Source: an optimization exercise on an open RTL-to-GDS flow (aim: small area). Production flows keep margins and buffers that such runs may drop. In this exercise RTL edits were held to simulation tests only and were not proved equivalent to the original. Power and IR drop assume default switching activity. The clock port is modelled as an ideal driver; clocking choices that lean on that would not hold on a real chip.

**flow/design.v**
```verilog
`default_nettype none
package rhd_pkg;
    typedef logic [16-1:0] sample_t;
    typedef logic [16-1:0] cmd_word_t;
    typedef logic [5:0] channel_t;    
    typedef logic [$clog2(2 * 4 * 32)-1:0] sample_index_t;
    typedef struct packed {
        sample_t b;    
        sample_t a;    
    } line_reply_t;
    typedef logic [4*2*16-1:0] frame_row_t;
    typedef struct packed {
        logic       en;
        channel_t   addr;
        frame_row_t row;
    } row_write_t;
    typedef enum logic [2:0] {
        READY,
        LOAD,
        TX,
        RX,
        STREAM
    } seq_state_t;
endpackage
`default_nettype wire
`timescale 1ns/1ns
`default_nettype none
module rhd_recorder (
    input  wire                        clk,
    input  wire                        rstn,
    input  wire                        record_start,
    input  wire [4-1:0]  miso,
    output logic                       busy,
    output logic                       done,
    output logic                       cs,
    output logic                       sclk,
    output logic                       mosi,
    output rhd_pkg::channel_t          channel,
    output logic                       sample_valid,
    output rhd_pkg::sample_index_t     sample_index,
    output rhd_pkg::sample_t           sample_data
);
    localparam int XFER  = 2 * 2 * 16 + 3 + 3;    
    localparam int RING  = XFER - 1;                                                    
    localparam int FIRST = 2;                                          
    localparam int LAST  = 2 + 32 - 1;                  
    logic       strm;      
    logic [6:0] u;         
    logic       act;       
    logic       xfer;      
    assign u    = sample_index[6:0];
    assign xfer = busy && !strm;
    assign act  = !strm && (channel <= 6'(LAST));    
    assign done = strm && !sample_valid && (sample_index == 8'd0);
    always_ff @(posedge clk) begin
        if (!rstn) begin
            busy         <= 1'b0;
            strm         <= 1'b0;
            channel      <= '0;
            sample_index <= '0;
            sample_valid <= 1'b0;
        end else begin
            sample_index <= sample_index + 1'b1;
            if (!busy) begin
                sample_index <= '0;
                if (record_start) begin
                    busy    <= 1'b1;
                    channel <= '0;
                end
            end else if (!strm) begin
                if (u == 7'(XFER - 1)) begin
                    sample_index <= '0;
                    if (channel == 6'(40 - 1)) begin
                        strm         <= 1'b1;
                        sample_index <= 8'd254;    
                    end else begin
                        channel <= channel + 1'b1;
                    end
                end
            end else begin
                if (sample_index == 8'd255) begin
                    sample_valid <= !sample_valid;
                end
                if (done) begin
                    busy <= 1'b0;
                    strm <= 1'b0;
                end
            end
        end
    end
    logic       in_word;
    logic [3:0] bit_pos;    
    logic       cmd_bit;
    logic       last_bit;   
    assign in_word = (u >= 7'd2) && (u <= 7'd65);
    assign bit_pos = 4'd15 - 4'((u - 7'd2) >> 2);
    assign cs      = !(xfer && in_word);
    assign sclk    = xfer && (u >= 7'd4) && (u <= 7'd65) && !u[1];
    always_comb begin
        if (channel < 6'(32)) begin
            cmd_bit = (bit_pos >= 4'd8 && bit_pos <= 4'd13) ? channel[bit_pos[2:0]] : (bit_pos == 4'd0);
        end else begin
            cmd_bit = (bit_pos >= 4'd8);
        end
        if (u >= 7'd66) begin
            last_bit = (channel < 6'(32));
        end else begin
            last_bit = (channel >= 6'd1) && (channel <= 6'(32));
        end
        mosi = xfer && (in_word ? cmd_bit : last_bit);
    end
    logic [16-1:0] ins_a, ins_b;
    logic [32-1:0] ch_ge;
    for (genvar i = 0; i < 16; i++) begin : g_ins
        assign ins_a[i] = act && (u == 7'(5 + 4 * i));
        assign ins_b[i] = act && (u == 7'(3 + 4 * i));
    end
    for (genvar k = 0; k < 32; k++) begin : g_ch
        assign ch_ge[k] = (channel >= 6'(FIRST + k));
    end
    logic [68:0] ring_0;
    always_ff @(posedge clk) begin
        ring_0 <= {ring_0[67:0], ring_0[68]};
        if (ins_a[15]) ring_0[26] <= miso[0];
        if (ins_b[15]) ring_0[61] <= miso[0];
        if (ins_a[15] && !ch_ge[5]) ring_0[31] <= miso[1];
    end
    logic [68:0] ring_1;
    always_ff @(posedge clk) begin
        ring_1 <= {ring_1[67:0], ring_1[68]};
        if (ins_a[15]) ring_1[31] <= miso[1];
        if (ins_b[15]) ring_1[66] <= miso[1];
        if (ins_a[15] && !ch_ge[10]) ring_1[36] <= miso[2];
    end
    logic [68:0] ring_2;
    always_ff @(posedge clk) begin
        ring_2 <= {ring_2[67:0], ring_2[68]};
        if (ins_a[15]) ring_2[36] <= miso[2];
        if (ins_b[15]) ring_2[2] <= miso[2];
        if (ins_a[15] && !ch_ge[15]) ring_2[41] <= miso[3];
    end
    logic [22:0] ring_3;
    always_ff @(posedge clk) begin
        ring_3 <= {ring_3[21:0], ring_3[22]};
        if (ins_a[15] && ch_ge[15]) ring_3[18] <= miso[3];
        if (ins_b[15] && !ch_ge[6]) ring_3[7] <= miso[3];
    end
    logic [22:0] ring_4;
    always_ff @(posedge clk) begin
        ring_4 <= {ring_4[21:0], ring_4[22]};
        if (ins_b[15] && !ch_ge[29]) ring_4[7] <= miso[3];
    end
    logic [2:0] ring_5;
    always_ff @(posedge clk) begin
        ring_5 <= {ring_5[1:0], ring_5[2]};
        if (ins_b[15]) ring_5[2] <= miso[3];
    end
    logic [68:0] ring_6;
    always_ff @(posedge clk) begin
        ring_6 <= {ring_6[67:0], ring_6[68]};
        if (ins_a[14]) ring_6[22] <= miso[0];
        if (ins_b[14]) ring_6[57] <= miso[0];
        if (ins_a[14] && !ch_ge[5]) ring_6[27] <= miso[1];
    end
    logic [68:0] ring_7;
    always_ff @(posedge clk) begin
        ring_7 <= {ring_7[67:0], ring_7[68]};
        if (ins_a[14]) ring_7[27] <= miso[1];
        if (ins_b[14]) ring_7[62] <= miso[1];
        if (ins_a[14] && !ch_ge[10]) ring_7[32] <= miso[2];
    end
    logic [68:0] ring_8;
    always_ff @(posedge clk) begin
        ring_8 <= {ring_8[67:0], ring_8[68]};
        if (ins_a[14]) ring_8[32] <= miso[2];
        if (ins_b[14]) ring_8[67] <= miso[2];
        if (ins_a[14] && !ch_ge[15]) ring_8[37] <= miso[3];
    end
    logic [22:0] ring_9;
    always_ff @(posedge clk) begin
        ring_9 <= {ring_9[21:0], ring_9[22]};
        if (ins_a[14] && ch_ge[15]) ring_9[14] <= miso[3];
        if (ins_b[14] && !ch_ge[6]) ring_9[3] <= miso[3];
    end
    logic [22:0] ring_10;
    always_ff @(posedge clk) begin
        ring_10 <= {ring_10[21:0], ring_10[22]};
        if (ins_b[14] && !ch_ge[29]) ring_10[3] <= miso[3];
    end
    logic [2:0] ring_11;
    always_ff @(posedge clk) begin
        ring_11 <= {ring_11[1:0], ring_11[2]};
        if (ins_b[14]) ring_11[1] <= miso[3];
    end
    logic [68:0] ring_12;
    always_ff @(posedge clk) begin
        ring_12 <= {ring_12[67:0], ring_12[68]};
        if (ins_a[13]) ring_12[18] <= miso[0];
        if (ins_b[13]) ring_12[53] <= miso[0];
        if (ins_a[13] && !ch_ge[5]) ring_12[23] <= miso[1];
    end
    logic [68:0] ring_13;
    always_ff @(posedge clk) begin
        ring_13 <= {ring_13[67:0], ring_13[68]};
        if (ins_a[13]) ring_13[23] <= miso[1];
        if (ins_b[13]) ring_13[58] <= miso[1];
        if (ins_a[13] && !ch_ge[10]) ring_13[28] <= miso[2];
    end
    logic [68:0] ring_14;
    always_ff @(posedge clk) begin
        ring_14 <= {ring_14[67:0], ring_14[68]};
        if (ins_a[13]) ring_14[28] <= miso[2];
        if (ins_b[13]) ring_14[63] <= miso[2];
        if (ins_a[13] && !ch_ge[15]) ring_14[33] <= miso[3];
    end
    logic [22:0] ring_15;
    always_ff @(posedge clk) begin
        ring_15 <= {ring_15[21:0], ring_15[22]};
        if (ins_a[13] && ch_ge[15]) ring_15[10] <= miso[3];
        if (ins_b[13] && !ch_ge[6]) ring_15[22] <= miso[3];
    end
    logic [22:0] ring_16;
    always_ff @(posedge clk) begin
        ring_16 <= {ring_16[21:0], ring_16[22]};
        if (ins_b[13] && !ch_ge[29]) ring_16[22] <= miso[3];
    end
    logic [2:0] ring_17;
    always_ff @(posedge clk) begin
        ring_17 <= {ring_17[1:0], ring_17[2]};
        if (ins_b[13]) ring_17[0] <= miso[3];
    end
    logic [68:0] ring_18;
    always_ff @(posedge clk) begin
        ring_18 <= {ring_18[67:0], ring_18[68]};
        if (ins_a[12]) ring_18[14] <= miso[0];
        if (ins_b[12]) ring_18[49] <= miso[0];
        if (ins_a[12] && !ch_ge[5]) ring_18[19] <= miso[1];
    end
    logic [68:0] ring_19;
    always_ff @(posedge clk) begin
        ring_19 <= {ring_19[67:0], ring_19[68]};
        if (ins_a[12]) ring_19[19] <= miso[1];
        if (ins_b[12]) ring_19[54] <= miso[1];
        if (ins_a[12] && !ch_ge[10]) ring_19[24] <= miso[2];
    end
    logic [68:0] ring_20;
    always_ff @(posedge clk) begin
        ring_20 <= {ring_20[67:0], ring_20[68]};
        if (ins_a[12]) ring_20[24] <= miso[2];
        if (ins_b[12]) ring_20[59] <= miso[2];
        if (ins_a[12] && !ch_ge[15]) ring_20[29] <= miso[3];
    end
    logic [22:0] ring_21;
    always_ff @(posedge clk) begin
        ring_21 <= {ring_21[21:0], ring_21[22]};
        if (ins_a[12] && ch_ge[15]) ring_21[6] <= miso[3];
        if (ins_b[12] && !ch_ge[6]) ring_21[18] <= miso[3];
    end
    logic [22:0] ring_22;
    always_ff @(posedge clk) begin
        ring_22 <= {ring_22[21:0], ring_22[22]};
        if (ins_b[12] && !ch_ge[29]) ring_22[18] <= miso[3];
    end
    logic [2:0] ring_23;
    always_ff @(posedge clk) begin
        ring_23 <= {ring_23[1:0], ring_23[2]};
        if (ins_b[12]) ring_23[2] <= miso[3];
    end
    logic [68:0] ring_24;
    always_ff @(posedge clk) begin
        ring_24 <= {ring_24[67:0], ring_24[68]};
        if (ins_a[11]) ring_24[10] <= miso[0];
        if (ins_b[11]) ring_24[45] <= miso[0];
        if (ins_a[11] && !ch_ge[5]) ring_24[15] <= miso[1];
    end
    logic [68:0] ring_25;
    always_ff @(posedge clk) begin
        ring_25 <= {ring_25[67:0], ring_25[68]};
        if (ins_a[11]) ring_25[15] <= miso[1];
        if (ins_b[11]) ring_25[50] <= miso[1];
        if (ins_a[11] && !ch_ge[10]) ring_25[20] <= miso[2];
    end
    logic [68:0] ring_26;
    always_ff @(posedge clk) begin
        ring_26 <= {ring_26[67:0], ring_26[68]};
        if (ins_a[11]) ring_26[20] <= miso[2];
        if (ins_b[11]) ring_26[55] <= miso[2];
        if (ins_a[11] && !ch_ge[15]) ring_26[25] <= miso[3];
    end
    logic [22:0] ring_27;
    always_ff @(posedge clk) begin
        ring_27 <= {ring_27[21:0], ring_27[22]};
        if (ins_a[11] && ch_ge[15]) ring_27[2] <= miso[3];
        if (ins_b[11] && !ch_ge[6]) ring_27[14] <= miso[3];
    end
    logic [22:0] ring_28;
    always_ff @(posedge clk) begin
        ring_28 <= {ring_28[21:0], ring_28[22]};
        if (ins_b[11] && !ch_ge[29]) ring_28[14] <= miso[3];
    end
    logic [2:0] ring_29;
    always_ff @(posedge clk) begin
        ring_29 <= {ring_29[1:0], ring_29[2]};
        if (ins_b[11]) ring_29[1] <= miso[3];
    end
    logic [68:0] ring_30;
    always_ff @(posedge clk) begin
        ring_30 <= {ring_30[67:0], ring_30[68]};
        if (ins_a[10]) ring_30[6] <= miso[0];
        if (ins_b[10]) ring_30[41] <= miso[0];
        if (ins_a[10] && !ch_ge[5]) ring_30[11] <= miso[1];
    end
    logic [68:0] ring_31;
    always_ff @(posedge clk) begin
        ring_31 <= {ring_31[67:0], ring_31[68]};
        if (ins_a[10]) ring_31[11] <= miso[1];
        if (ins_b[10]) ring_31[46] <= miso[1];
        if (ins_a[10] && !ch_ge[10]) ring_31[16] <= miso[2];
    end
    logic [68:0] ring_32;
    always_ff @(posedge clk) begin
        ring_32 <= {ring_32[67:0], ring_32[68]};
        if (ins_a[10]) ring_32[16] <= miso[2];
        if (ins_b[10]) ring_32[51] <= miso[2];
        if (ins_a[10] && !ch_ge[15]) ring_32[21] <= miso[3];
    end
    logic [22:0] ring_33;
    always_ff @(posedge clk) begin
        ring_33 <= {ring_33[21:0], ring_33[22]};
        if (ins_a[10] && ch_ge[15]) ring_33[21] <= miso[3];
        if (ins_b[10] && !ch_ge[6]) ring_33[10] <= miso[3];
    end
    logic [22:0] ring_34;
    always_ff @(posedge clk) begin
        ring_34 <= {ring_34[21:0], ring_34[22]};
        if (ins_b[10] && !ch_ge[29]) ring_34[10] <= miso[3];
    end
    logic [2:0] ring_35;
    always_ff @(posedge clk) begin
        ring_35 <= {ring_35[1:0], ring_35[2]};
        if (ins_b[10]) ring_35[0] <= miso[3];
    end
    logic [68:0] ring_36;
    always_ff @(posedge clk) begin
        ring_36 <= {ring_36[67:0], ring_36[68]};
        if (ins_a[9]) ring_36[2] <= miso[0];
        if (ins_b[9]) ring_36[37] <= miso[0];
        if (ins_a[9] && !ch_ge[5]) ring_36[7] <= miso[1];
    end
    logic [68:0] ring_37;
    always_ff @(posedge clk) begin
        ring_37 <= {ring_37[67:0], ring_37[68]};
        if (ins_a[9]) ring_37[7] <= miso[1];
        if (ins_b[9]) ring_37[42] <= miso[1];
        if (ins_a[9] && !ch_ge[10]) ring_37[12] <= miso[2];
    end
    logic [68:0] ring_38;
    always_ff @(posedge clk) begin
        ring_38 <= {ring_38[67:0], ring_38[68]};
        if (ins_a[9]) ring_38[12] <= miso[2];
        if (ins_b[9]) ring_38[47] <= miso[2];
        if (ins_a[9] && !ch_ge[15]) ring_38[17] <= miso[3];
    end
    logic [22:0] ring_39;
    always_ff @(posedge clk) begin
        ring_39 <= {ring_39[21:0], ring_39[22]};
        if (ins_a[9] && ch_ge[15]) ring_39[17] <= miso[3];
        if (ins_b[9] && !ch_ge[6]) ring_39[6] <= miso[3];
    end
    logic [22:0] ring_40;
    always_ff @(posedge clk) begin
        ring_40 <= {ring_40[21:0], ring_40[22]};
        if (ins_b[9] && !ch_ge[29]) ring_40[6] <= miso[3];
    end
    logic [2:0] ring_41;
    always_ff @(posedge clk) begin
        ring_41 <= {ring_41[1:0], ring_41[2]};
        if (ins_b[9]) ring_41[2] <= miso[3];
    end
    logic [68:0] ring_42;
    always_ff @(posedge clk) begin
        ring_42 <= {ring_42[67:0], ring_42[68]};
        if (ins_a[8]) ring_42[67] <= miso[0];
        if (ins_b[8]) ring_42[33] <= miso[0];
        if (ins_a[8] && !ch_ge[5]) ring_42[3] <= miso[1];
    end
    logic [68:0] ring_43;
    always_ff @(posedge clk) begin
        ring_43 <= {ring_43[67:0], ring_43[68]};
        if (ins_a[8]) ring_43[3] <= miso[1];
        if (ins_b[8]) ring_43[38] <= miso[1];
        if (ins_a[8] && !ch_ge[10]) ring_43[8] <= miso[2];
    end
    logic [68:0] ring_44;
    always_ff @(posedge clk) begin
        ring_44 <= {ring_44[67:0], ring_44[68]};
        if (ins_a[8]) ring_44[8] <= miso[2];
        if (ins_b[8]) ring_44[43] <= miso[2];
        if (ins_a[8] && !ch_ge[15]) ring_44[13] <= miso[3];
    end
    logic [22:0] ring_45;
    always_ff @(posedge clk) begin
        ring_45 <= {ring_45[21:0], ring_45[22]};
        if (ins_a[8] && ch_ge[15]) ring_45[13] <= miso[3];
        if (ins_b[8] && !ch_ge[6]) ring_45[2] <= miso[3];
    end
    logic [22:0] ring_46;
    always_ff @(posedge clk) begin
        ring_46 <= {ring_46[21:0], ring_46[22]};
        if (ins_b[8] && !ch_ge[29]) ring_46[2] <= miso[3];
    end
    logic [2:0] ring_47;
    always_ff @(posedge clk) begin
        ring_47 <= {ring_47[1:0], ring_47[2]};
        if (ins_b[8]) ring_47[1] <= miso[3];
    end
    logic [68:0] ring_48;
    always_ff @(posedge clk) begin
        ring_48 <= {ring_48[67:0], ring_48[68]};
        if (ins_a[7]) ring_48[63] <= miso[0];
        if (ins_b[7]) ring_48[29] <= miso[0];
        if (ins_a[7] && !ch_ge[5]) ring_48[68] <= miso[1];
    end
    logic [68:0] ring_49;
    always_ff @(posedge clk) begin
        ring_49 <= {ring_49[67:0], ring_49[68]};
        if (ins_a[7]) ring_49[68] <= miso[1];
        if (ins_b[7]) ring_49[34] <= miso[1];
        if (ins_a[7] && !ch_ge[10]) ring_49[4] <= miso[2];
    end
    logic [68:0] ring_50;
    always_ff @(posedge clk) begin
        ring_50 <= {ring_50[67:0], ring_50[68]};
        if (ins_a[7]) ring_50[4] <= miso[2];
        if (ins_b[7]) ring_50[39] <= miso[2];
        if (ins_a[7] && !ch_ge[15]) ring_50[9] <= miso[3];
    end
    logic [22:0] ring_51;
    always_ff @(posedge clk) begin
        ring_51 <= {ring_51[21:0], ring_51[22]};
        if (ins_a[7] && ch_ge[15]) ring_51[9] <= miso[3];
        if (ins_b[7] && !ch_ge[6]) ring_51[21] <= miso[3];
    end
    logic [22:0] ring_52;
    always_ff @(posedge clk) begin
        ring_52 <= {ring_52[21:0], ring_52[22]};
        if (ins_b[7] && !ch_ge[29]) ring_52[21] <= miso[3];
    end
    logic [2:0] ring_53;
    always_ff @(posedge clk) begin
        ring_53 <= {ring_53[1:0], ring_53[2]};
        if (ins_b[7]) ring_53[0] <= miso[3];
    end
    logic [68:0] ring_54;
    always_ff @(posedge clk) begin
        ring_54 <= {ring_54[67:0], ring_54[68]};
        if (ins_a[6]) ring_54[59] <= miso[0];
        if (ins_b[6]) ring_54[25] <= miso[0];
        if (ins_a[6] && !ch_ge[5]) ring_54[64] <= miso[1];
    end
    logic [68:0] ring_55;
    always_ff @(posedge clk) begin
        ring_55 <= {ring_55[67:0], ring_55[68]};
        if (ins_a[6]) ring_55[64] <= miso[1];
        if (ins_b[6]) ring_55[30] <= miso[1];
        if (ins_a[6] && !ch_ge[10]) ring_55[0] <= miso[2];
    end
    logic [68:0] ring_56;
    always_ff @(posedge clk) begin
        ring_56 <= {ring_56[67:0], ring_56[68]};
        if (ins_a[6]) ring_56[0] <= miso[2];
        if (ins_b[6]) ring_56[35] <= miso[2];
        if (ins_a[6] && !ch_ge[15]) ring_56[5] <= miso[3];
    end
    logic [22:0] ring_57;
    always_ff @(posedge clk) begin
        ring_57 <= {ring_57[21:0], ring_57[22]};
        if (ins_a[6] && ch_ge[15]) ring_57[5] <= miso[3];
        if (ins_b[6] && !ch_ge[6]) ring_57[17] <= miso[3];
    end
    logic [22:0] ring_58;
    always_ff @(posedge clk) begin
        ring_58 <= {ring_58[21:0], ring_58[22]};
        if (ins_b[6] && !ch_ge[29]) ring_58[17] <= miso[3];
    end
    logic [2:0] ring_59;
    always_ff @(posedge clk) begin
        ring_59 <= {ring_59[1:0], ring_59[2]};
        if (ins_b[6]) ring_59[2] <= miso[3];
    end
    logic [68:0] ring_60;
    always_ff @(posedge clk) begin
        ring_60 <= {ring_60[67:0], ring_60[68]};
        if (ins_a[5]) ring_60[55] <= miso[0];
        if (ins_b[5]) ring_60[21] <= miso[0];
        if (ins_a[5] && !ch_ge[5]) ring_60[60] <= miso[1];
    end
    logic [68:0] ring_61;
    always_ff @(posedge clk) begin
        ring_61 <= {ring_61[67:0], ring_61[68]};
        if (ins_a[5]) ring_61[60] <= miso[1];
        if (ins_b[5]) ring_61[26] <= miso[1];
        if (ins_a[5] && !ch_ge[10]) ring_61[65] <= miso[2];
    end
    logic [68:0] ring_62;
    always_ff @(posedge clk) begin
        ring_62 <= {ring_62[67:0], ring_62[68]};
        if (ins_a[5]) ring_62[65] <= miso[2];
        if (ins_b[5]) ring_62[31] <= miso[2];
        if (ins_a[5] && !ch_ge[15]) ring_62[1] <= miso[3];
    end
    logic [22:0] ring_63;
    always_ff @(posedge clk) begin
        ring_63 <= {ring_63[21:0], ring_63[22]};
        if (ins_a[5] && ch_ge[15]) ring_63[1] <= miso[3];
        if (ins_b[5] && !ch_ge[6]) ring_63[13] <= miso[3];
    end
    logic [22:0] ring_64;
    always_ff @(posedge clk) begin
        ring_64 <= {ring_64[21:0], ring_64[22]};
        if (ins_b[5] && !ch_ge[29]) ring_64[13] <= miso[3];
    end
    logic [2:0] ring_65;
    always_ff @(posedge clk) begin
        ring_65 <= {ring_65[1:0], ring_65[2]};
        if (ins_b[5]) ring_65[1] <= miso[3];
    end
    logic [68:0] ring_66;
    always_ff @(posedge clk) begin
        ring_66 <= {ring_66[67:0], ring_66[68]};
        if (ins_a[4]) ring_66[51] <= miso[0];
        if (ins_b[4]) ring_66[17] <= miso[0];
        if (ins_a[4] && !ch_ge[5]) ring_66[56] <= miso[1];
    end
    logic [68:0] ring_67;
    always_ff @(posedge clk) begin
        ring_67 <= {ring_67[67:0], ring_67[68]};
        if (ins_a[4]) ring_67[56] <= miso[1];
        if (ins_b[4]) ring_67[22] <= miso[1];
        if (ins_a[4] && !ch_ge[10]) ring_67[61] <= miso[2];
    end
    logic [68:0] ring_68;
    always_ff @(posedge clk) begin
        ring_68 <= {ring_68[67:0], ring_68[68]};
        if (ins_a[4]) ring_68[61] <= miso[2];
        if (ins_b[4]) ring_68[27] <= miso[2];
        if (ins_a[4] && !ch_ge[15]) ring_68[66] <= miso[3];
    end
    logic [22:0] ring_69;
    always_ff @(posedge clk) begin
        ring_69 <= {ring_69[21:0], ring_69[22]};
        if (ins_a[4] && ch_ge[15]) ring_69[20] <= miso[3];
        if (ins_b[4] && !ch_ge[6]) ring_69[9] <= miso[3];
    end
    logic [22:0] ring_70;
    always_ff @(posedge clk) begin
        ring_70 <= {ring_70[21:0], ring_70[22]};
        if (ins_b[4] && !ch_ge[29]) ring_70[9] <= miso[3];
    end
    logic [2:0] ring_71;
    always_ff @(posedge clk) begin
        ring_71 <= {ring_71[1:0], ring_71[2]};
        if (ins_b[4]) ring_71[0] <= miso[3];
    end
    logic [68:0] ring_72;
    always_ff @(posedge clk) begin
        ring_72 <= {ring_72[67:0], ring_72[68]};
        if (ins_a[3]) ring_72[47] <= miso[0];
        if (ins_b[3]) ring_72[13] <= miso[0];
        if (ins_a[3] && !ch_ge[5]) ring_72[52] <= miso[1];
    end
    logic [68:0] ring_73;
    always_ff @(posedge clk) begin
        ring_73 <= {ring_73[67:0], ring_73[68]};
        if (ins_a[3]) ring_73[52] <= miso[1];
        if (ins_b[3]) ring_73[18] <= miso[1];
        if (ins_a[3] && !ch_ge[10]) ring_73[57] <= miso[2];
    end
    logic [68:0] ring_74;
    always_ff @(posedge clk) begin
        ring_74 <= {ring_74[67:0], ring_74[68]};
        if (ins_a[3]) ring_74[57] <= miso[2];
        if (ins_b[3]) ring_74[23] <= miso[2];
        if (ins_a[3] && !ch_ge[15]) ring_74[62] <= miso[3];
    end
    logic [22:0] ring_75;
    always_ff @(posedge clk) begin
        ring_75 <= {ring_75[21:0], ring_75[22]};
        if (ins_a[3] && ch_ge[15]) ring_75[16] <= miso[3];
        if (ins_b[3] && !ch_ge[6]) ring_75[5] <= miso[3];
    end
    logic [22:0] ring_76;
    always_ff @(posedge clk) begin
        ring_76 <= {ring_76[21:0], ring_76[22]};
        if (ins_b[3] && !ch_ge[29]) ring_76[5] <= miso[3];
    end
    logic [2:0] ring_77;
    always_ff @(posedge clk) begin
        ring_77 <= {ring_77[1:0], ring_77[2]};
        if (ins_b[3]) ring_77[2] <= miso[3];
    end
    logic [68:0] ring_78;
    always_ff @(posedge clk) begin
        ring_78 <= {ring_78[67:0], ring_78[68]};
        if (ins_a[2]) ring_78[43] <= miso[0];
        if (ins_b[2]) ring_78[9] <= miso[0];
        if (ins_a[2] && !ch_ge[5]) ring_78[48] <= miso[1];
    end
    logic [68:0] ring_79;
    always_ff @(posedge clk) begin
        ring_79 <= {ring_79[67:0], ring_79[68]};
        if (ins_a[2]) ring_79[48] <= miso[1];
        if (ins_b[2]) ring_79[14] <= miso[1];
        if (ins_a[2] && !ch_ge[10]) ring_79[53] <= miso[2];
    end
    logic [68:0] ring_80;
    always_ff @(posedge clk) begin
        ring_80 <= {ring_80[67:0], ring_80[68]};
        if (ins_a[2]) ring_80[53] <= miso[2];
        if (ins_b[2]) ring_80[19] <= miso[2];
        if (ins_a[2] && !ch_ge[15]) ring_80[58] <= miso[3];
    end
    logic [22:0] ring_81;
    always_ff @(posedge clk) begin
        ring_81 <= {ring_81[21:0], ring_81[22]};
        if (ins_a[2] && ch_ge[15]) ring_81[12] <= miso[3];
        if (ins_b[2] && !ch_ge[6]) ring_81[1] <= miso[3];
    end
    logic [22:0] ring_82;
    always_ff @(posedge clk) begin
        ring_82 <= {ring_82[21:0], ring_82[22]};
        if (ins_b[2] && !ch_ge[29]) ring_82[1] <= miso[3];
    end
    logic [2:0] ring_83;
    always_ff @(posedge clk) begin
        ring_83 <= {ring_83[1:0], ring_83[2]};
        if (ins_b[2]) ring_83[1] <= miso[3];
    end
    logic [68:0] ring_84;
    always_ff @(posedge clk) begin
        ring_84 <= {ring_84[67:0], ring_84[68]};
        if (ins_a[1]) ring_84[39] <= miso[0];
        if (ins_b[1]) ring_84[5] <= miso[0];
        if (ins_a[1] && !ch_ge[5]) ring_84[44] <= miso[1];
    end
    logic [68:0] ring_85;
    always_ff @(posedge clk) begin
        ring_85 <= {ring_85[67:0], ring_85[68]};
        if (ins_a[1]) ring_85[44] <= miso[1];
        if (ins_b[1]) ring_85[10] <= miso[1];
        if (ins_a[1] && !ch_ge[10]) ring_85[49] <= miso[2];
    end
    logic [68:0] ring_86;
    always_ff @(posedge clk) begin
        ring_86 <= {ring_86[67:0], ring_86[68]};
        if (ins_a[1]) ring_86[49] <= miso[2];
        if (ins_b[1]) ring_86[15] <= miso[2];
        if (ins_a[1] && !ch_ge[15]) ring_86[54] <= miso[3];
    end
    logic [22:0] ring_87;
    always_ff @(posedge clk) begin
        ring_87 <= {ring_87[21:0], ring_87[22]};
        if (ins_a[1] && ch_ge[15]) ring_87[8] <= miso[3];
        if (ins_b[1] && !ch_ge[6]) ring_87[20] <= miso[3];
    end
    logic [22:0] ring_88;
    always_ff @(posedge clk) begin
        ring_88 <= {ring_88[21:0], ring_88[22]};
        if (ins_b[1] && !ch_ge[29]) ring_88[20] <= miso[3];
    end
    logic [2:0] ring_89;
    always_ff @(posedge clk) begin
        ring_89 <= {ring_89[1:0], ring_89[2]};
        if (ins_b[1]) ring_89[0] <= miso[3];
    end
    logic [68:0] ring_90;
    always_ff @(posedge clk) begin
        ring_90 <= {ring_90[67:0], ring_90[68]};
        if (ins_a[0]) ring_90[35] <= miso[0];
        if (ins_b[0]) ring_90[1] <= miso[0];
        if (ins_a[0] && !ch_ge[5]) ring_90[40] <= miso[1];
    end
    logic [68:0] ring_91;
    always_ff @(posedge clk) begin
        ring_91 <= {ring_91[67:0], ring_91[68]};
        if (ins_a[0]) ring_91[40] <= miso[1];
        if (ins_b[0]) ring_91[6] <= miso[1];
        if (ins_a[0] && !ch_ge[10]) ring_91[45] <= miso[2];
    end
    logic [68:0] ring_92;
    always_ff @(posedge clk) begin
        ring_92 <= {ring_92[67:0], ring_92[68]};
        if (ins_a[0]) ring_92[45] <= miso[2];
        if (ins_b[0]) ring_92[11] <= miso[2];
        if (ins_a[0] && !ch_ge[15]) ring_92[50] <= miso[3];
    end
    logic [22:0] ring_93;
    always_ff @(posedge clk) begin
        ring_93 <= {ring_93[21:0], ring_93[22]};
        if (ins_a[0] && ch_ge[15]) ring_93[4] <= miso[3];
        if (ins_b[0] && !ch_ge[6]) ring_93[16] <= miso[3];
    end
    logic [22:0] ring_94;
    always_ff @(posedge clk) begin
        ring_94 <= {ring_94[21:0], ring_94[22]};
        if (ins_b[0] && !ch_ge[29]) ring_94[16] <= miso[3];
    end
    logic [2:0] ring_95;
    always_ff @(posedge clk) begin
        ring_95 <= {ring_95[1:0], ring_95[2]};
        if (ins_b[0]) ring_95[2] <= miso[3];
    end
    wire seg_0_68 = (sample_index <= 8'd68);
    wire seg_69_137 = (sample_index >= 8'd69) && (sample_index <= 8'd137);
    wire seg_138_206 = (sample_index >= 8'd138) && (sample_index <= 8'd206);
    wire seg_207_229 = (sample_index >= 8'd207) && (sample_index <= 8'd229);
    wire seg_230_252 = (sample_index >= 8'd230) && (sample_index <= 8'd252);
    wire seg_253_255 = (sample_index >= 8'd253);
    always_comb begin
        sample_data[0] = (seg_0_68 && ring_0[0]) || (seg_69_137 && ring_1[0]) || (seg_138_206 && ring_2[0]) || (seg_207_229 && ring_3[0]) || (seg_230_252 && ring_4[0]) || (seg_253_255 && ring_5[1]);
        sample_data[1] = (seg_0_68 && ring_6[0]) || (seg_69_137 && ring_7[0]) || (seg_138_206 && ring_8[0]) || (seg_207_229 && ring_9[0]) || (seg_230_252 && ring_10[0]) || (seg_253_255 && ring_11[1]);
        sample_data[2] = (seg_0_68 && ring_12[0]) || (seg_69_137 && ring_13[0]) || (seg_138_206 && ring_14[0]) || (seg_207_229 && ring_15[0]) || (seg_230_252 && ring_16[0]) || (seg_253_255 && ring_17[1]);
        sample_data[3] = (seg_0_68 && ring_18[0]) || (seg_69_137 && ring_19[0]) || (seg_138_206 && ring_20[0]) || (seg_207_229 && ring_21[0]) || (seg_230_252 && ring_22[0]) || (seg_253_255 && ring_23[1]);
        sample_data[4] = (seg_0_68 && ring_24[0]) || (seg_69_137 && ring_25[0]) || (seg_138_206 && ring_26[0]) || (seg_207_229 && ring_27[0]) || (seg_230_252 && ring_28[0]) || (seg_253_255 && ring_29[1]);
        sample_data[5] = (seg_0_68 && ring_30[0]) || (seg_69_137 && ring_31[0]) || (seg_138_206 && ring_32[0]) || (seg_207_229 && ring_33[0]) || (seg_230_252 && ring_34[0]) || (seg_253_255 && ring_35[1]);
        sample_data[6] = (seg_0_68 && ring_36[0]) || (seg_69_137 && ring_37[0]) || (seg_138_206 && ring_38[0]) || (seg_207_229 && ring_39[0]) || (seg_230_252 && ring_40[0]) || (seg_253_255 && ring_41[1]);
        sample_data[7] = (seg_0_68 && ring_42[0]) || (seg_69_137 && ring_43[0]) || (seg_138_206 && ring_44[0]) || (seg_207_229 && ring_45[0]) || (seg_230_252 && ring_46[0]) || (seg_253_255 && ring_47[1]);
        sample_data[8] = (seg_0_68 && ring_48[0]) || (seg_69_137 && ring_49[0]) || (seg_138_206 && ring_50[0]) || (seg_207_229 && ring_51[0]) || (seg_230_252 && ring_52[0]) || (seg_253_255 && ring_53[1]);
        sample_data[9] = (seg_0_68 && ring_54[0]) || (seg_69_137 && ring_55[0]) || (seg_138_206 && ring_56[0]) || (seg_207_229 && ring_57[0]) || (seg_230_252 && ring_58[0]) || (seg_253_255 && ring_59[1]);
        sample_data[10] = (seg_0_68 && ring_60[0]) || (seg_69_137 && ring_61[0]) || (seg_138_206 && ring_62[0]) || (seg_207_229 && ring_63[0]) || (seg_230_252 && ring_64[0]) || (seg_253_255 && ring_65[1]);
        sample_data[11] = (seg_0_68 && ring_66[0]) || (seg_69_137 && ring_67[0]) || (seg_138_206 && ring_68[0]) || (seg_207_229 && ring_69[0]) || (seg_230_252 && ring_70[0]) || (seg_253_255 && ring_71[1]);
        sample_data[12] = (seg_0_68 && ring_72[0]) || (seg_69_137 && ring_73[0]) || (seg_138_206 && ring_74[0]) || (seg_207_229 && ring_75[0]) || (seg_230_252 && ring_76[0]) || (seg_253_255 && ring_77[1]);
        sample_data[13] = (seg_0_68 && ring_78[0]) || (seg_69_137 && ring_79[0]) || (seg_138_206 && ring_80[0]) || (seg_207_229 && ring_81[0]) || (seg_230_252 && ring_82[0]) || (seg_253_255 && ring_83[1]);
        sample_data[14] = (seg_0_68 && ring_84[0]) || (seg_69_137 && ring_85[0]) || (seg_138_206 && ring_86[0]) || (seg_207_229 && ring_87[0]) || (seg_230_252 && ring_88[0]) || (seg_253_255 && ring_89[1]);
        sample_data[15] = (seg_0_68 && ring_90[0]) || (seg_69_137 && ring_91[0]) || (seg_138_206 && ring_92[0]) || (seg_207_229 && ring_93[0]) || (seg_230_252 && ring_94[0]) || (seg_253_255 && ring_95[1]);
    end
endmodule
`default_nettype wire
```
**flow/constraint.sdc**
```tcl
create_clock -name core_clock -period 10.0 [get_ports {clk}]
set_input_delay 2.0000 -clock core_clock [delete_from_list [all_inputs] [get_ports {clk}]]
set_output_delay 2.0000 -clock core_clock [all_outputs]
set_load 0.01 [all_outputs]
```
**flow/flow/run.sh**
```bash
#!/bin/bash
# Standard layout with three changes:
#  - synthesis maps logic with an area-only ABC script (flow/abc_area_map.script);
#    everything else in synthesis is the standard script, so the registers are
#    the standard synthesis's;
#  - no dummy loads in the clock tree, larger leaf clusters;
#  - the smallest buffer on the ports.
set -euo pipefail
cd "$(dirname "$0")/.."
rm -rf synth_scripts
cp -r "$FLOW_HOME/scripts" synth_scripts
cp flow/abc_area_map.script synth_scripts/abc_speed.script
bash standard.sh "SCRIPTS_DIR=$PWD/synth_scripts" synth > flow_synth.log 2>&1
bash standard.sh \
  "CTS_ARGS=-sink_clustering_enable -repair_clock_nets -sink_clustering_size 35 -sink_clustering_max_diameter 90 -buf_list sky130_fd_sc_hd__clkbuf_16 -dont_use_dummy_load" \
  "BUFFER_PORTS_ARGS=-buffer_cell sky130_fd_sc_hd__buf_1" \
  finish > flow_make.log 2>&1
```
**flow/config.mk**
```make
export PLATFORM = sky130hd
export DESIGN_NAME = rhd_recorder
export DESIGN_NICKNAME = rhd_recorder
export VERILOG_FILES = /design/flow/design.v
export SDC_FILE = /design/flow/constraint.sdc
export NUM_CORES = 4
export LEC_CHECK = 0
export CAP_MARGIN = 20
export CORE_MARGIN = 2
export CORE_UTILIZATION = 55
export CTS_BUF_LIST = sky130_fd_sc_hd__clkbuf_16
export CTS_CLUSTER_DIAMETER = 70
export CTS_CLUSTER_SIZE = 32
export PLACE_DENSITY = 0.65
export SLEW_MARGIN = 20
```
**flow/flow/abc_area_map.script**
```
strash
dch
map -a
topo
```
**flow/standard.sh**
```bash
#!/bin/bash
# synth_recipe.tcl (not shown) runs the flow's synth.tcl, then flattens the netlist and writes it again
# the make line also repeats each setting of config.mk as NAME=value (left out here)
make -C /OpenROAD-flow-scripts/flow DESIGN_CONFIG=/design/flow/config.mk WORK_HOME=/design/flow/orfs CLKGATE_MAP_FILE= SYNTH_SCRIPT=/design/flow/synth_recipe.tcl "${@:-finish}"
```
==> results of run 1 <==
-- worst max-delay path: cells and delay by family (launching register included) --
| kind | cells | cell delay [ns] |
|---|---|---|
| buffers and inverters | 4 | 1.05 |
| and+or+nand+nor | 3 | 0.95 |
| AOI/OAI and AO/OA | 3 | 0.64 |
| DFF | 1 | 0.61 |
-- worst min-delay path by stage --
stage / from / to / cells after the start
after floorplan: ring_0[68]$_DFF_P_ / ring_0[0]$_DFF_P_ / 0
after global placement: ring_67[6]$_DFF_P_ / ring_67[7]$_DFF_P_ / 0
after detailed placement: ring_0[63]$_DFF_P_ / ring_0[64]$_DFF_P_ / 0
after CTS: ring_21[1]$_DFF_P_ / ring_21[2]$_DFF_P_ / 0
after global routing: ring_79[41]$_DFF_P_ / ring_79[42]$_DFF_P_ / 0
final: ring_56[52]$_DFF_P_ / ring_56[53]$_DFF_P_ / 0
-- where the power goes --
part / internal, mW / switching [mW]
Combinational: 0.00555 / 0.0347
Clock: 2.48 / 4.28
Sequential: 16.4 / 0.00251
-- Yosys cell counts, drive strengths merged --
| cell | n | area share [%] |
|---|---|---|
| nand3 | 13 | 0.075 |
| a21oi | 206 | 1.2 |
| ha | 13 | 0.19 |
| xnor2 | 1 | 0.010 |
| nand2 | 85 | 0.37 |
| a31oi | 84 | 0.61 |
| a221oi | 2 | 0.020 |
| dfxtp | 4113 | 95 |
| nor2 | 168 | 0.73 |
| nand4 | 4 | 0.029 |
| clkinv | 131 | 0.57 |
| nor3 | 19 | 0.11 |
| a32o | 1 | 0.012 |
| xor2 | 5 | 0.051 |
| o211ai | 4 | 0.035 |
| o41ai | 2 | 0.020 |
| a211oi | 1 | 0.0087 |
| a311oi | 2 | 0.020 |
| a22oi | 5 | 0.043 |
| nor4 | 5 | 0.036 |
| o21ai | 54 | 0.31 |
| o21a | 1 | 0.0087 |
| o2111ai | 1 | 0.010 |
| a2111oi | 1 | 0.010 |
| o22ai | 32 | 0.23 |
| o31ai | 2 | 0.017 |
| a21boi | 1 | 0.0087 |
-- final cells by class --
type	count	area, µm²	area share (%)
repair buffers	68	353	0.380
inverters	131	494	0.533
flip-flops and latches	4113	82300	88.7
diodes	1	2.50	0.00270
multi-input cells	712	3640	3.93
clock buffers	136	3400	3.67
well taps	2058	2570	2.77
-- layer usage --
| layer | track usage (%) | wire length (µm) | vias up |
|---|---|---|---|
| met5 | 0 | 0 | - |
| li1 | - | - | 15900 |
| met4 | 4.53 | 2890 | 0 |
| met2 | 18.7 | 42400 | 431 |
| met1 | 21.6 | 60500 | 14700 |
| met3 | 2.72 | 4260 | 233 |
-- cells by family after synthesis --
kind of cell               count (synthesis)  share of synthesized area, %
DFF                                     4113                          95.3
and+or+nand+nor                          294                          1.35
adders and majority gates                 13                         0.188
AOI/OAI and AO/OA                        399                          2.56
buffers and inverters                    131                         0.569
xor gates and xnor gates                   6                        0.0608
==> impl_metrics.py, run 1 <==
metrics = {
    "sta": {
        "finalHoldViolCount": 0,
        "min_period_ns": 6.05,
        "rsz0062_at_grt": "false",
        "relSlewSlack_pct": 29.8,
        "fin_crit_sh_pct": 60.5,
        "drv_slew": 0,
        "finClkSkew_ns": 0.0569,
        "fin_setup_tns_ns": 0,
        "whs_ns": 0.288,
        "setup_viol": 0,
        "tightest_slew_ns": 1.05,
        "fin_ws_ns": 3.95,
        "clock.fmax_ghz": 0.165,
    },
    "floorplan": {
        "initial_core_util_pct": 55.3,
        "pin_count": 43,
        "dieArea_um2": 160000,
        "rows": 145,
        "die_x_um": 400,
        "die_y_um": 400,
        "core_area_um2": 156000,
    },
    "synthesis": {
        "ys_types": 27,
        "seq_area_frac_synth_pct": 95.3,
        "netlist_area_um2": 86400,
        "synth.net_count": 4976,
        "synth-seq-cells": 4113,
        "synth_area_per_cell_um2": 17.4,
        "yosys_warnings": 1,
        "syn-instance-count": 4956,
    },
    "setup_path": {
        "worstSetupEndpointType": "primary output",
        "cp_max_fo": 12,
        "crit_type": "flip-flop to primary output",
        "crit_chain": "clkinv_1 -> nor2_1 -> clkinv_1 -> nor2_1 -> o211ai_1 -> buf_4 -> o22ai_1 -> a21oi_1 -> nand2_1 -> buf_1",
        "reg2regPathDepth": 10,
        "startpoint": "sample_index[3]$_SDFF_PN0_",
        "cp_slowest_stage_delay_ns": 0.61,
        "reg2reg_from": "channel[5]$_SDFFE_PN0P_",
        "worstReg2RegEnd": "ring_38[17]$_DFF_P_",
        "rrSetupSlack_ns": 6.40,
        "endpoint": "sample_data[3]",
        "cp_slowest_cell": "dfxtp_1",
        "critPathLaunchType": "flip-flop",
        "worstPathArrival_ns": 4.05,
        "required_ns": 8.00,
    },
    "place": {
        "preCtsSetupSlack_ns": 4.94,
        "dp_cells": 7081,
        "port_buffers": 42,
        "place_area_um2": 89400,
        "gp_congestion": 0.863,
        "dp_hpwl_um": 61200,
    },
    "min_path": {
        "min_path_type": "flip-flop to flip-flop",
    },
    "global_routing": {
        "gr-usage-all-layers_pct": 13.7,
        "grt_max_degree": 64,
        "antenna_found_initial": 0,
        "grt_pass1_wl_um": 171000,
        "grt_pass1_vias": 29700,
        "grt_overflow": 0,
    },
    "detailed_routing": {
        "ant_nets": 0,
        "via_per_inst": 4.33,
        "drc": 0,
        "firstDrtPassIters": 8,
        "vias": 31200,
        "routedWlPerCell_um": 15.3,
        "wl_um": 110000,
        "drt_first_iter_violations": 2258,
    },
    "power_and_ir_drop": {
        "fin_total_pwr_mw": 23.2,
        "power_density_nw_per_um2": 250,
        "leakagePower_nw": 36.5,
        "ir_drop_uv": 203,
    },
    "finish": {
        "mostFrequentLayoutCells": "dfxtp_1, a21oi_1, nor2_1, clkbuf_16, clkinv_1",
        "nFillCells": 11500,
        "drive_above_1_share_pct": 3.47,
        "final_common_cell": "dfxtp_1",
        "stdcell_area_um2": 92800,
        "synthToLayoutAreaGrowth_pct": 7.39,
        "utilization_pct": 59.4,
        "fin_cells": 7219,
        "nets": 5182,
    },
    "cts": {
        "post_cts_buffers": 0,
        "cts_repair_resize_count": 0,
        "clk_latency_ns": 0.80,
        "root_buffer": "clkbuf_16",
        "clkSlewWorstSetupHoldPaths_ns": 0.12,
        "cts_hold_buffers": 0,
        "cts.path.max_buffers": 3,
        "cts_tree": "done",
        "cts_sinks": 4113,
        "cts_max_level": 4,
        "cts_made_buffers": 136,
    },
    "flow_run": {
        "max_cap_viol_count": 0,
    },
    "run_status": {
        "outcome": "complete, no violations",
    },
}
==> inputs of run 2 (changes only) <==
--- a/flow/flow/run.sh
+++ b/flow/flow/run.sh
@@ -14,3 +14,3 @@
 bash standard.sh \
-  "CTS_ARGS=-sink_clustering_enable -repair_clock_nets -sink_clustering_size 35 -sink_clustering_max_diameter 90 -buf_list sky130_fd_sc_hd__clkbuf_16 -dont_use_dummy_load" \
+  "CTS_ARGS=-sink_clustering_enable -repair_clock_nets -sink_clustering_size 37 -sink_clustering_max_diameter 90 -buf_list sky130_fd_sc_hd__clkbuf_16 -dont_use_dummy_load" \
   "BUFFER_PORTS_ARGS=-buffer_cell sky130_fd_sc_hd__buf_1" \
==> flow/flow/abc_area_map.script (replaced) <==
strash
dc2
dch -f
map -a
topo
==> impl_metrics.py, run 2 <==
metrics = {
    "global_routing": {
        "gr-usage-all-layers_pct": 13.6,
        "grt_pass1_vias": 29300,
        "grt_pass1_wl_um": 167000,
        "grt_max_degree": 38,
        "grt_overflow": 0,
        "antenna_found_initial": 8,
    },
    "cts": {
        "cts_sinks": 4113,
        "cts_made_buffers": 121,
        "clk_latency_ns": 0.80,
        "cts.path.max_buffers": 3,
        "cts_tree": "done",
        "root_buffer": "clkbuf_16",
        "cts_repair_resize_count": 0,
        "cts_hold_buffers": 0,
        "post_cts_buffers": 0,
        "clkSlewWorstSetupHoldPaths_ns": 0.12,
        "cts_max_level": 3,
    },
    "flow_run": {
        "max_cap_viol_count": 0,
    },
    "sta": {
        "finClkSkew_ns": 0.0581,
        "fin_setup_tns_ns": 0,
        "relSlewSlack_pct": 20.7,
        "setup_viol": 0,
        "clock.fmax_ghz": 0.150,
        "rsz0062_at_grt": "false",
        "finalHoldViolCount": 0,
        "min_period_ns": 6.68,
        "fin_crit_sh_pct": 66.8,
        "drv_slew": 0,
        "tightest_slew_ns": 1.18,
    },
    "finish": {
        "fin_cells": 7174,
        "nFillCells": 11600,
        "final_common_cell": "dfxtp_1",
        "stdcell_area_um2": 92200,
        "mostFrequentLayoutCells": "dfxtp_1, nand2_1, o21ai_0, nor2_1, clkbuf_16",
        "synthToLayoutAreaGrowth_pct": 6.93,
        "drive_above_1_share_pct": 2.97,
        "nets": 5134,
    },
    "synthesis": {
        "synth.net_count": 4948,
        "synth_area_per_cell_um2": 17.5,
        "synth_common_cells": "dfxtp_1, nand2_1, o21ai_0, nor2_1, a21oi_1",
        "synth-edff-count": 0,
        "synth-main-ff-cell": "dfxtp_1",
        "seq_area_frac_synth_pct": 95.5,
        "yosysTopAreaCell": "dfxtp_1",
        "synth-seq-cells": 4113,
        "yosys_warnings": 1,
        "ys_types": 25,
        "netlist_area_um2": 86300,
        "yosysMostFrequentCell": "dfxtp_1",
        "syn-instance-count": 4928,
        "async_flop_share_pct": 0,
        "synthTopCellsByArea": "dfxtp_1, o21ai_0, nand2_1, a21oi_1, nor2_1",
        "yosysTopAreaCellShare_pct": 95.5,
    },
    "floorplan": {
        "dieArea_um2": 160000,
        "initial_core_util_pct": 55.3,
        "die_y_um": 400,
        "pin_count": 43,
        "core_area_um2": 156000,
        "rows": 145,
        "die_x_um": 400,
    },
    "power_and_ir_drop": {
        "leakagePower_nw": 36.5,
        "power_density_nw_per_um2": 248,
        "ir_drop_uv": 186,
    },
    "place": {
        "place_area_um2": 89200,
        "dp_hpwl_um": 61000,
        "port_buffers": 42,
        "gp_congestion": 0.777,
        "dp_cells": 7048,
    },
    "setup_path": {
        "required_ns": 8.00,
        "crit_family": "buffers and inverters",
        "cp_slowest_cell": "clkinv_1",
        "crit_type": "flip-flop to primary output",
        "cp_max_fo": 16,
        "path_common_cell": "clkinv_1",
        "cp_slowest_stage_delay_ns": 0.90,
        "critical_path_buf_inv_count": 6,
        "worstSetupEndpointType": "primary output",
        "critPathLaunchType": "flip-flop",
        "worstPathArrival_ns": 4.68,
        "crit_chain": "clkinv_1 -> nor2_1 -> clkinv_1 -> nor2_1 -> clkinv_1 -> nor2_1 -> clkinv_1 -> o21a_1 -> nand2_1 -> clkinv_1 -> a22oi_1 -> o2111ai_1 -> buf_1",
    },
    "detailed_routing": {
        "ant_nets": 0,
        "drt_first_iter_violations": 1867,
        "via_per_inst": 4.28,
        "routedWlPerCell_um": 15.2,
        "drc": 0,
        "wl_um": 109000,
        "firstDrtPassIters": 5,
        "vias": 30700,
    },
    "run_status": {
        "outcome": "complete, no violations",
    },
    "min_path": {
        "min_path_type": "flip-flop to flip-flop",
    },
}
## run 2: final cells by class
class                   count  area, µm²  area share, %
well taps                2058       2570           2.79
multi-input cells         720       3570           3.87
flip-flops and latches   4113      82300           89.3
clock buffers             121       3030           3.28
repair buffers             63        355          0.385
diodes                      4       10.0         0.0109
inverters                  95        357          0.387
## run 2: path summary, 6_finish.rpt
check	cells after the start	start	endpoint	slack, ns
max	13	sample_index[4]$_SDFF_PN0_	sample_data[3]	3.32
min	0	ring_72[64]$_DFF_P_	ring_72[65]$_DFF_P_	0.28
min reg2reg	0	ring_72[64]$_DFF_P_	ring_72[65]$_DFF_P_	0.28
max reg2reg	15	channel[5]$_SDFFE_PN0P_	ring_72[52]$_DFF_P_	6.54
## run 2: power by group
part           total [mW]  internal (mW)  switching, mW
Sequential           16.4           16.4        0.00289
Combinational      0.0438        0.00654         0.0372
Clock                6.41           2.20           4.21
Total                22.8           18.6           4.25
## run 2: metrics by stage
step | hold slack, ns | power, mW | util (%) | setup WS [ns]
3_5_place_dp | 0.312 | 16.8 | 57.1 | 4.28
2_1_floorplan | 0.310 | 16.8 | - | 5.46
3_3_place_gp | 0.310 | 16.8 | 57.1 | 4.43
4_1_cts | 0.288 | 23.0 | 59.1 | 3.39
6_report | 0.282 | 22.8 | 59.1 | 3.32
5_1_grt | 0.295 | 23.6 | 59.1 | 3.14
## run 2: kinds of logic after synthesis
| group | share of synthesized area, % |
|---|---|
| DFF | 95.5 |
| buffers and inverters | 0.413 |
| xor gates and xnor gates | 0.0609 |
| and+or+nand+nor | 1.61 |
| AOI/OAI and AO/OA | 2.26 |
| adders and majority gates | 0.189 |
## run 2: worst reg2reg max path, delay by kind of cell (launching register included)
kind,cells,cell delay [ns]
buffers and inverters,5,0.95
AO/OA/AOI/OAI,4,0.49
flip-flops,1,0.49
AND/OR/NAND/NOR,6,1.34
## run 2: metal layers
metal	part of all wire, %	global-route usage [%]
met1	55	21.5
met5	0	0
met3	3.7	2.50
met4	2.4	3.71
met2	39	19.1
==> inputs of run 3 (changes only) <==
--- a/flow/flow/run.sh
+++ b/flow/flow/run.sh
@@ -14,3 +14,3 @@
 bash standard.sh \
-  "CTS_ARGS=-sink_clustering_enable -repair_clock_nets -sink_clustering_size 37 -sink_clustering_max_diameter 90 -buf_list sky130_fd_sc_hd__clkbuf_16 -dont_use_dummy_load" \
+  "CTS_ARGS=-sink_clustering_enable -repair_clock_nets -sink_clustering_size 36 -sink_clustering_max_diameter 130 -buf_list sky130_fd_sc_hd__clkbuf_16 -dont_use_dummy_load" \
   "BUFFER_PORTS_ARGS=-buffer_cell sky130_fd_sc_hd__buf_1" \
==> impl_metrics.py, run 3 <==
metrics = {
    "run_status": {
        "outcome": "complete, no violations",
    },
    "sta": {
        "finalHoldViolCount": 0,
        "relSlewSlack_pct": 24.8,
        "clock.fmax_ghz": 0.151,
        "tightest_slew_ns": 1.12,
        "fin_setup_tns_ns": 0,
        "fin_crit_sh_pct": 66.2,
        "rsz0062_at_grt": "false",
        "setup_viol": 0,
        "fin_ws_ns": 3.38,
        "min_period_ns": 6.62,
        "finClkSkew_ns": 0.0500,
        "drv_slew": 0,
    },
    "flow_run": {
        "max_cap_viol_count": 0,
    },
    "setup_path": {
        "critPathLaunchType": "flip-flop",
        "reg2reg_from": "channel[5]$_SDFFE_PN0P_",
        "cp_max_fo": 16,
        "worstReg2RegEnd": "ring_72[52]$_DFF_P_",
        "worstPathArrival_ns": 4.62,
        "rrSetupSlack_ns": 6.58,
        "required_ns": 8.00,
        "crit_type": "flip-flop to primary output",
        "worstSetupEndpointType": "primary output",
        "reg2regPathDepth": 15,
    },
    "min_path": {
        "worstHoldPathCells": 0,
        "min_path_type": "flip-flop to flip-flop",
        "min_from": "ring_12[3]$_DFF_P_",
        "whs_endpoint": "ring_12[4]$_DFF_P_",
    },
    "floorplan": {
        "core_area_um2": 156000,
        "rows": 145,
        "initial_core_util_pct": 55.3,
        "dieArea_um2": 160000,
        "die_x_um": 400,
        "pin_count": 43,
        "die_y_um": 400,
    },
    "power_and_ir_drop": {
        "fin_total_pwr_mw": 23.1,
        "pwr-share-seq_pct": 71.0,
        "ir_drop_uv": 206,
        "p_int_mw": 18.8,
        "power_density_nw_per_um2": 250,
        "combPwrFrac_pct": 0.2,
        "power.switching_mw": 4.28,
        "leakagePower_nw": 36.6,
        "swShare_pct": 18.6,
        "clkPwrFrac_pct": 28.8,
    },
    "synthesis": {
        "async_flop_share_pct": 0,
        "synth-seq-cells": 4113,
        "yosysTopAreaCellShare_pct": 95.5,
        "yosysMostFrequentCell": "dfxtp_1",
        "synth_area_per_cell_um2": 17.5,
        "yosys_warnings": 1,
        "synth_common_cells": "dfxtp_1, nand2_1, o21ai_0, nor2_1, a21oi_1",
        "synth.net_count": 4948,
        "ys_types": 25,
        "syn-instance-count": 4928,
        "synth-edff-count": 0,
        "netlist_area_um2": 86300,
        "synth-main-ff-cell": "dfxtp_1",
        "yosysTopAreaCell": "dfxtp_1",
        "synthTopCellsByArea": "dfxtp_1, o21ai_0, nand2_1, a21oi_1, nor2_1",
        "seq_area_frac_synth_pct": 95.5,
    },
    "place": {
        "port_buffers": 42,
        "dp_hpwl_um": 61000,
        "dp_cells": 7048,
        "preCtsSetupSlack_ns": 4.28,
        "gp_congestion": 0.777,
        "place_area_um2": 89200,
    },
    "cts": {
        "root_buffer": "clkbuf_16",
        "cts_max_level": 4,
        "cts_tree": "done",
        "cts.path.max_buffers": 3,
        "cts_made_buffers": 132,
        "post_cts_buffers": 0,
        "cts_sinks": 4113,
        "cts_hold_buffers": 0,
        "cts_repair_resize_count": 0,
        "clkSlewWorstSetupHoldPaths_ns": 0.12,
        "clk_latency_ns": 0.81,
    },
    "finish": {
        "fin_cells": 7183,
        "multi_input_area_um2": 3570,
        "stdcell_area_um2": 92500,
        "synthToLayoutAreaGrowth_pct": 7.24,
        "nets": 5145,
        "final-seq-area_um2": 82300,
        "drive_above_1_share_pct": 3.18,
        "nFillCells": 11600,
        "mostFrequentLayoutCells": "dfxtp_1, nand2_1, o21ai_0, nor2_1, clkbuf_16",
        "final_common_cell": "dfxtp_1",
    },
    "detailed_routing": {
        "routedWlPerCell_um": 15.2,
        "drt_first_iter_violations": 1804,
        "via_per_inst": 4.30,
        "ant_nets": 0,
        "drc": 0,
        "firstDrtPassIters": 7,
        "vias": 30900,
        "wl_um": 109000,
    },
    "global_routing": {
        "grt_overflow": 0,
        "antenna_found_initial": 10,
        "grt_pass1_wl_um": 168000,
        "grt_max_degree": 37,
        "gr-usage-all-layers_pct": 13.7,
        "grt_pass1_vias": 29500,
    },
}
run 3: logic make-up (layout without fill, tap and decap cells):
group,count (synthesis),in the layout,synth area share [%]
flip-flops,4113,4113,95.5
AND/OR/NAND/NOR,352,352,1.61
AO/OA/AOI/OAI,349,349,2.26
buffers and inverters,95,290,0.413
adder cells (fa/ha/maj),13,13,0.189
XOR/XNOR,6,6,0.0609
other,0,2,0
run 3: worst max-delay path, stage by stage, from the launching register on:
cell and delay, ns:
dfxtp_1 0.45, clkinv_1 0.22, nor2_1 0.32, clkinv_1 0.15, nor2_1 0.13, clkinv_1 0.11, nor2_1 0.14, clkinv_1 0.13
o21a_1 0.19, nand2_1 0.07, clkinv_1 0.86, a22oi_1 0.43, o2111ai_1 0.39, buf_1 0.24
run 3: worst max path at each step:
stage,from,end,cells past startpoint
after global routing,sample_index[5]$_SDFF_PN0_,sample_data[3],13
after floorplan,channel[1]$_SDFFE_PN0P_,ring_92[50]$_DFF_P_,8
final,sample_index[4]$_SDFF_PN0_,sample_data[3],13
after CTS,sample_index[4]$_SDFF_PN0_,sample_data[9],13
after detailed placement,sample_index[4]$_SDFF_PN0_,sample_data[9],13
after global placement,sample_index[4]$_SDFF_PN0_,sample_data[3],13
run 3: power by group through the flow:
stage                     clock network, mW  logic (mW)  registers, mW
final                                  6.66      0.0436           16.4
after global routing                   7.40      0.0466           16.4
after CTS                              6.87      0.0450           16.4
after detailed placement                  0      0.0448           16.8
after global placement                    0      0.0443           16.8
after floorplan                           0      0.0139           16.8
run 3: per-stage QoR:
stage	utilization [%]	hold WS (ns)
2_1_floorplan	-	0.310
3_3_place_gp	57.1	0.310
3_5_place_dp	57.1	0.312
4_1_cts	59.3	0.291
5_1_grt	59.3	0.298
6_report	59.3	0.293
run 3: metal layers:
metal	wire length, µm	part of all wire [%]	track usage, %
met3	4120	3.8	2.57
met1	59400	54	21.6
met5	0	0	0
met4	2560	2.3	4.09
met2	43100	39	19.2
run 3: area by class of cell:
cell class                 instances  area share [%]
sequential                      4113            89.0
antenna                            2         0.00541
tap                             2058            2.78
clock buffer                     132            3.57
multi-input combinational        720            3.86
timing repair buffer              63           0.384
inverter                          95           0.386

## what the ideal ports hide
In the flow no input, the clock included, has a driving cell. The finished layouts below were timed again as built, in two steps. Step 1 (the two cells are an assumption about what drives the block):
set clk [get_ports {clk}]
set_driving_cell -lib_cell sky130_fd_sc_hd__clkbuf_16 $clk
set_driving_cell -lib_cell sky130_fd_sc_hd__buf_2 [delete_from_list [all_inputs] $clk]
Step 2 also shifts input and output timing later by t, the mid clock arrival at the registers, as if the neighbouring blocks saw the same clock. Slacks: ideal / step 1 / step 2; pairs: ideal / step 1.
run	t (ns)	setup WS [ns]	worst hold slack (ns)	worst setup path after step 2	cell pins on the clock port's net
run 1	0.845	3.946 / 3.867 / 4.712	0.288 / 0.288 / 0.288	register to output	1
run 2	0.842	3.325 / 3.251 / 4.093	0.282 / 0.282 / 0.282	register to output	1
run 3	0.843	3.381 / 3.309 / 4.152	0.293 / 0.293 / 0.293	register to output	1
After both steps every run listed still meets setup and hold.
